This design comes from an exercise in tuning for a short achievable clock period and few clock cycles per item on the open sky130 flow, not from production work. Where RTL was checked, it was by simulation tests only, not by an equivalence proof against the original. Power figures rest on the tool's default switching activity, not on a simulated workload.

==> inputs of v25 <==
Design jump_trajectory_profiler_top, start of the top module:
module jump_trajectory_profiler_top #(
    parameter int POS_BITS  = POS_BITS_DEF,
    parameter int FRAC_BITS = FRAC_BITS_DEF,
    localparam int CFG_W    = (POS_BITS > TICK_W) ? POS_BITS : TICK_W
) (
    input  logic                       i_clk,
    input  logic                       i_rst_n,
    input  logic                       i_cfg_wr_en,
    input  logic [CFG_IDX_W-1:0]       i_cfg_addr,
    input  logic [CFG_W-1:0]           i_cfg_wr_data,
    input  logic                       i_in_valid,
    output logic                       o_in_stall,
    input  logic                       i_command,
    input  logic signed [POS_BITS-1:0] i_start_height,
    output logic                       o_out_valid,
    input  logic                       i_out_stall,
    output logic signed [POS_BITS-1:0] o_target_x,
    output logic signed [POS_BITS-1:0] o_target_z,
    output logic [PHASE_W-1:0]         o_phase
);
    localparam int CAP = 18;    
    localparam int FAW = 5;
    localparam int FD  = 17;     
    logic r_rst_d, r_rst_d2;    
    logic r_wr_d;               
    always_ff @(posedge i_clk) begin
        r_rst_d  <= !i_rst_n;
        r_rst_d2 <= r_rst_d;
        r_wr_d   <= i_cfg_wr_en;
    end
    logic [15:0] r_c, r_l, r_d, r_f;
    logic [17:0] r_ch, r_fh, r_rh, r_bd;
    always_ff @(posedge i_clk) begin
        if (i_cfg_wr_en && i_cfg_addr == 3'd0) r_c  <= i_cfg_wr_data[15:0];
        else if (r_rst_d)                      r_c  <= 16'(CROUCH_TICKS_RST);
        if (i_cfg_wr_en && i_cfg_addr == 3'd1) r_l  <= i_cfg_wr_data[15:0];
        else if (r_rst_d)                      r_l  <= 16'(LIFT_TICKS_RST);
  ...
Settings: LEC_CHECK=0, CAP_MARGIN=20, CORE_MARGIN=2, CORE_UTILIZATION=40, SLEW_MARGIN=20; clock period 10.0 ns.
standard.sh (not shown) runs the stock make flow with config.mk's settings and CLKGATE_MAP_FILE= SYNTH_SCRIPT=/design/flow/synth_recipe.tcl, a recipe that flattens the netlist after the stock synthesis.
==> flow/flow/run.sh <==
#!/bin/bash
set -euo pipefail
read -r -a ARGS < flow/make_args.txt
bash standard.sh "${ARGS[@]}" finish > standard_flow.log 2>&1
==> flow/flow/make_args.txt <==
SETUP_SLACK_MARGIN=6.9 CTS_CLUSTER_SIZE=25 CTS_CLUSTER_DIAMETER=100 MATCH_CELL_FOOTPRINT=0
==> v12 (differences from v25) <==
--- a/flow/design.v
+++ b/flow/design.v
@@ -241,38 +241,31 @@
     assign r_kd[1] = w_xd;
     assign r_kd[2] = w_xd << 1;
     assign r_kd[3] = r_d3;
     assign r_kd[4] = w_xd << 2;
     assign r_kd[5] = r_d5;
     assign r_kd[6] = r_d3 << 1;
     assign r_kd[7] = r_d7;
     logic       r_stall, r_ov;
-    logic [4:0] r_cnt, n_cnt, w_cnt_up, w_cnt_dn;
-    assign w_cnt_up = r_cnt + 5'd1;
-    assign w_cnt_dn = r_cnt - 5'd1;
+    logic       r_ovp;      
     logic       w_acc, w_take, w_rst_any;
     assign w_acc     = i_in_valid && !r_stall;
     assign w_take    = r_ov && !i_out_stall;
     assign w_rst_any = !i_rst_n || r_rst_d;
-    logic w_full;
-    always_comb begin
-        w_full = r_cnt >= 5'(CAP);
-        if (w_acc && !w_take) w_full = r_cnt >= 5'(CAP - 1);
-        if (!w_acc && w_take) w_full = r_cnt >= 5'(CAP + 1);
-    end
+    logic [CAP:0] r_cnt, n_cnt;
     always_comb begin
         n_cnt = r_cnt;
-        if (w_acc && !w_take) n_cnt = w_cnt_up;
-        if (!w_acc && w_take) n_cnt = w_cnt_dn;
+        if (w_acc && !w_take) n_cnt = {r_cnt[CAP-1:0], 1'b1};
+        if (!w_acc && w_take) n_cnt = {1'b0, r_cnt[CAP:1]};
         if (w_rst_any) n_cnt = '0;
     end
     always_ff @(posedge i_clk) begin
         r_cnt   <= n_cnt;
-        r_stall <= w_rst_any || r_rst_d2 || i_cfg_wr_en || r_wr_d || w_full;
+        r_stall <= w_rst_any || r_rst_d2 || i_cfg_wr_en || r_wr_d || n_cnt[CAP-1];
     end
     assign o_in_stall = r_stall;
     logic [17:0] r_tick, r_entry;
     logic        w_lt;
     logic [17:0] w_tp1;
     assign w_lt  = r_tick < r_total;
     assign w_tp1 = r_tick + 18'd1;
     always_ff @(posedge i_clk) begin
@@ -315,45 +308,43 @@
             w_num = w_yh[16:0];
             w_sel = 3'b100;
         end
     end
     logic        s1_v, s1_skip;
     logic [2:0]  s1_ph, s1_sel;
     logic [17:0] s1_entry;
     logic [16:0] s1_num;
-    logic [15:0] s1_den;
     always_ff @(posedge i_clk) begin
         s1_v     <= w_acc && !r_rst_d;
         s1_skip  <= !i_command || !w_lt;
         s1_ph    <= w_ph;
         s1_sel   <= w_sel;
         s1_entry <= r_entry;
         s1_num   <= w_num;
-        s1_den   <= ({16{w_sel[0]}} & r_c) | ({16{w_sel[1]}} & r_l) | ({16{w_sel[2]}} & r_d);
     end
     logic [0:0] s2_v;
     logic [0:0] s2_skip;
     logic [2:0] s2_ph;
     logic [17:0] s2_entry;
     always_ff @(posedge i_clk) begin
         s2_v <= s1_v && !r_rst_d;
         s2_skip <= s1_skip;
         s2_ph <= s1_ph;
         s2_entry <= s1_entry;
     end
     logic [19:0] s2_mo1;
     logic [19:0] s2_mo3;
     logic [19:0] s2_mo5;
     logic [19:0] s2_mo7;
     logic [16:0] s2_num;
-    logic        s2_sat;
+    logic [15:0] s2_den;
     always_ff @(posedge i_clk) begin
         s2_num <= s1_num;
-        s2_sat <= s1_num >= {1'b0, s1_den};
+        s2_den <= ({16{s1_sel[0]}} & r_c) | ({16{s1_sel[1]}} & r_l) | ({16{s1_sel[2]}} & r_d);
         s2_mo1 <= ({20{s1_sel[0]}} & r_kc[1]) | ({20{s1_sel[1]}} & r_kl[1]) | ({20{s1_sel[2]}} & r_kd[1]);
         s2_mo3 <= ({20{s1_sel[0]}} & r_kc[3]) | ({20{s1_sel[1]}} & r_kl[3]) | ({20{s1_sel[2]}} & r_kd[3]);
         s2_mo5 <= ({20{s1_sel[0]}} & r_kc[5]) | ({20{s1_sel[1]}} & r_kl[5]) | ({20{s1_sel[2]}} & r_kd[5]);
         s2_mo7 <= ({20{s1_sel[0]}} & r_kc[7]) | ({20{s1_sel[1]}} & r_kl[7]) | ({20{s1_sel[2]}} & r_kd[7]);
     end
     logic [0:0] d1_v;
     logic [0:0] d1_skip;
     logic [2:0] d1_ph;
@@ -376,17 +367,17 @@
     assign d1_mk[1] = s2_mo1 << 0;
     assign d1_mk[2] = s2_mo1 << 1;
     assign d1_mk[3] = s2_mo3 << 0;
     assign d1_mk[4] = s2_mo1 << 2;
     assign d1_mk[5] = s2_mo5 << 0;
     assign d1_mk[6] = s2_mo3 << 1;
     assign d1_mk[7] = s2_mo7 << 0;
     logic d1_sat;
-    always_ff @(posedge i_clk) d1_sat <= s2_sat;
+    always_ff @(posedge i_clk) d1_sat <= s2_num >= {1'b0, s2_den};
     logic [18:0] d1_rs;
     assign d1_rs = {s2_num[15:0], 3'b0};
     logic [7:0] d1_ge;
     logic [19:0] d1_df [0:7];
     assign d1_ge[0] = 1'b1;
     assign d1_df[0] = {1'b0, d1_rs};
     assign d1_df[1] = {1'b0, d1_rs} - 20'(d1_mk[1]);
     assign d1_ge[1] = !d1_df[1][19];
@@ -1228,51 +1219,48 @@
         end else if (m3b_v && !m3b_skip) begin
             r_held_x <= w_x;
             r_held_z <= w_z;
         end
     end
     logic [38:0]    r_q [0:FD-1];
     logic [FAW-1:0] r_wp, r_rp;
     logic           r_ne;           
-    logic [FAW:0]   r_fc, n_fc, w_fc_up, w_fc_dn;
-    logic           n_ne, w_fc_gt1;
-    assign w_fc_up  = r_fc + 1'b1;
-    assign w_fc_dn  = r_fc - 1'b1;
-    assign w_fc_gt1 = r_fc > (FAW+1)'(1);
+    logic [FD:0]    r_fc, n_fc;     
     logic           w_free, w_load;
     assign w_free = !r_ov || !i_out_stall;
     assign w_load = w_free && (r_ne || w_res_v);
     always_comb begin
         n_fc = r_fc;
-        n_ne = r_ne;
-        if (w_res_v && !w_load) begin n_fc = w_fc_up; n_ne = 1'b1; end
-        if (!w_res_v && w_load) begin n_fc = w_fc_dn; n_ne = w_fc_gt1; end
+        if (w_res_v && !w_load) n_fc = {r_fc[FD-1:0], 1'b1};
+        if (!w_res_v && w_load) n_fc = {1'b0, r_fc[FD:1]};
     end
     always_ff @(posedge i_clk) begin
         if (w_res_v) r_q[r_wp] <= w_res;
     end
     always_ff @(posedge i_clk) begin
         if (w_rst_any) begin
             r_wp <= '0;
             r_rp <= '0;
             r_fc <= '0;
             r_ne <= 1'b0;
             r_ov <= 1'b0;
+            r_ovp <= 1'b0;
         end else begin
             if (w_res_v) r_wp <= (r_wp == FAW'(FD - 1)) ? '0 : r_wp + 1'b1;
             if (w_load)  r_rp <= (r_rp == FAW'(FD - 1)) ? '0 : r_rp + 1'b1;
             r_fc <= n_fc;
-            r_ne <= n_ne;
-            if (w_free) r_ov <= r_ne || w_res_v;
+            r_ne <= n_fc[0];
+            r_ov  <= w_free ? (r_ne || w_res_v) : r_ovp;
+            r_ovp <= w_free ? (r_ne || w_res_v) : r_ov;
         end
     end
     logic [38:0] r_out, r_out_b, w_out_n;
     assign w_out_n = r_ne ? r_q[r_rp] : w_res;
     always_ff @(posedge i_clk) begin
         r_out   <= w_free ? w_out_n : r_out_b;
         r_out_b <= w_free ? w_out_n : r_out;
     end
-    assign o_out_valid = r_ov;
+    assign o_out_valid = r_ovp;
     assign o_target_x  = r_out[38:21];
     assign o_target_z  = r_out[20:3];
     assign o_phase     = r_out[2:0];
 endmodule
==> flow/flow/run.sh (replaced) <==
#!/bin/bash
set -euo pipefail
mapfile -t ARGS < <(grep -v '^$' flow/make_args.txt)
bash standard.sh "${ARGS[@]}" finish > standard_flow.log 2>&1
==> flow/flow/make_args.txt (replaced) <==
SETUP_SLACK_MARGIN=6.9
CTS_CLUSTER_SIZE=25
CTS_CLUSTER_DIAMETER=100
MATCH_CELL_FOOTPRINT=0
CORE_UTILIZATION=65
BUFFER_PORTS_ARGS=-buffer_cell sky130_fd_sc_hd__buf_4
==> results.txt <==
===================================================
Post-placement setup slack                  5750 ps
Post-Synth Adder-Cell Area                    21.3%
Worst setup skew after layout               53.2 ps
Clock Power                                 7.35 mW
Leakage                                     76.4 nW
Post-CTS Repair Setup Buffers                   225
Run status                             complete, no violations
Post-synth top cells                   sky130_fd_sc_hd__dfxtp_1, sky130_fd_sc_hd__inv_1, sky130_fd_sc_hd__ha_1
Area growth from synthesis to layout          11.8%
Area of the multi-input gates            84400 um^2
Final period utilization                      34.0%
Peak supply drop                         0.000540 V
===================================================
The numbers above come from v12.

==> results.txt <==
==============================================================================
Per-cell via count in the routed design                                   5.23
Via count of the first global-routing pass                              104000
Worst setup skew after layout                                          79.6 ps
TritonCTS Sinks                                                           3245
Post-placement setup slack                                             4880 ps
Run status                                                        complete, no violations
WL met3                                                               23500 um
Insertion delay of the later-clocked pin in the worst-skew pair         940 ps
Peak supply drop                                                    0.000446 V
Final period utilization                                                 34.7%
Area of the multi-input gates                                       84200 um^2
Largest Pwr Group                                                 combinational logic
Hold Vio Cnt, Final                                                          0
Post-synth top cells                                              sky130_fd_sc_hd__dfxtp_1, sky130_fd_sc_hd__inv_1, sky130_fd_sc_hd__ha_1
Leakage                                                                76.1 nW
Clock Power                                                            7.52 mW
Relative slew slack                                                      27.9%
==============================================================================
The numbers above come from v25.

Testbench counts of v12, summed over its fixed seeds: cycles 8,518, items 7,934.
Only the layout flow was run in v25; the RTL was not checked for function there.

## static timing again, ports no longer ideal
No port has a modelled driver above. Below, the same layouts with a new extraction and two added sets of constraints.
Step 1 sets driving cells, clkbuf_16 on the clock port and buf_2 on the other inputs (assumed; they add their load-dependent delay and slew).
Step 2 moves the port delays by t, midway between the first and last clock arrival at a register: inputs arrive t later, outputs are due t later. That takes back most of the time a late clock gives input paths.
a / b / c = no drivers / after step 1 / after step 2; a / b = the first two.
run | shift t [ns] | setup WS [ns] | worst hold slack (ns) | latest minus earliest clock arrival (ns) | slew at the worst register clock pin (ns)
v25 | 1.016 | 6.530 / 6.418 / 5.945 | 0.308 / 0.308 / 0.308 | 0.097 / 0.098 | 0.11 / 0.11
v12 | 0.960 | 6.601 / 6.497 / 5.980 | 0.318 / 0.318 / 0.318 | 0.081 / 0.080 | 0.11 / 0.11
After both steps setup and hold are still met in every run listed. The setup slack of v12, which loses most, moves by -0.104 ns with the drivers and by -0.621 ns with both steps.
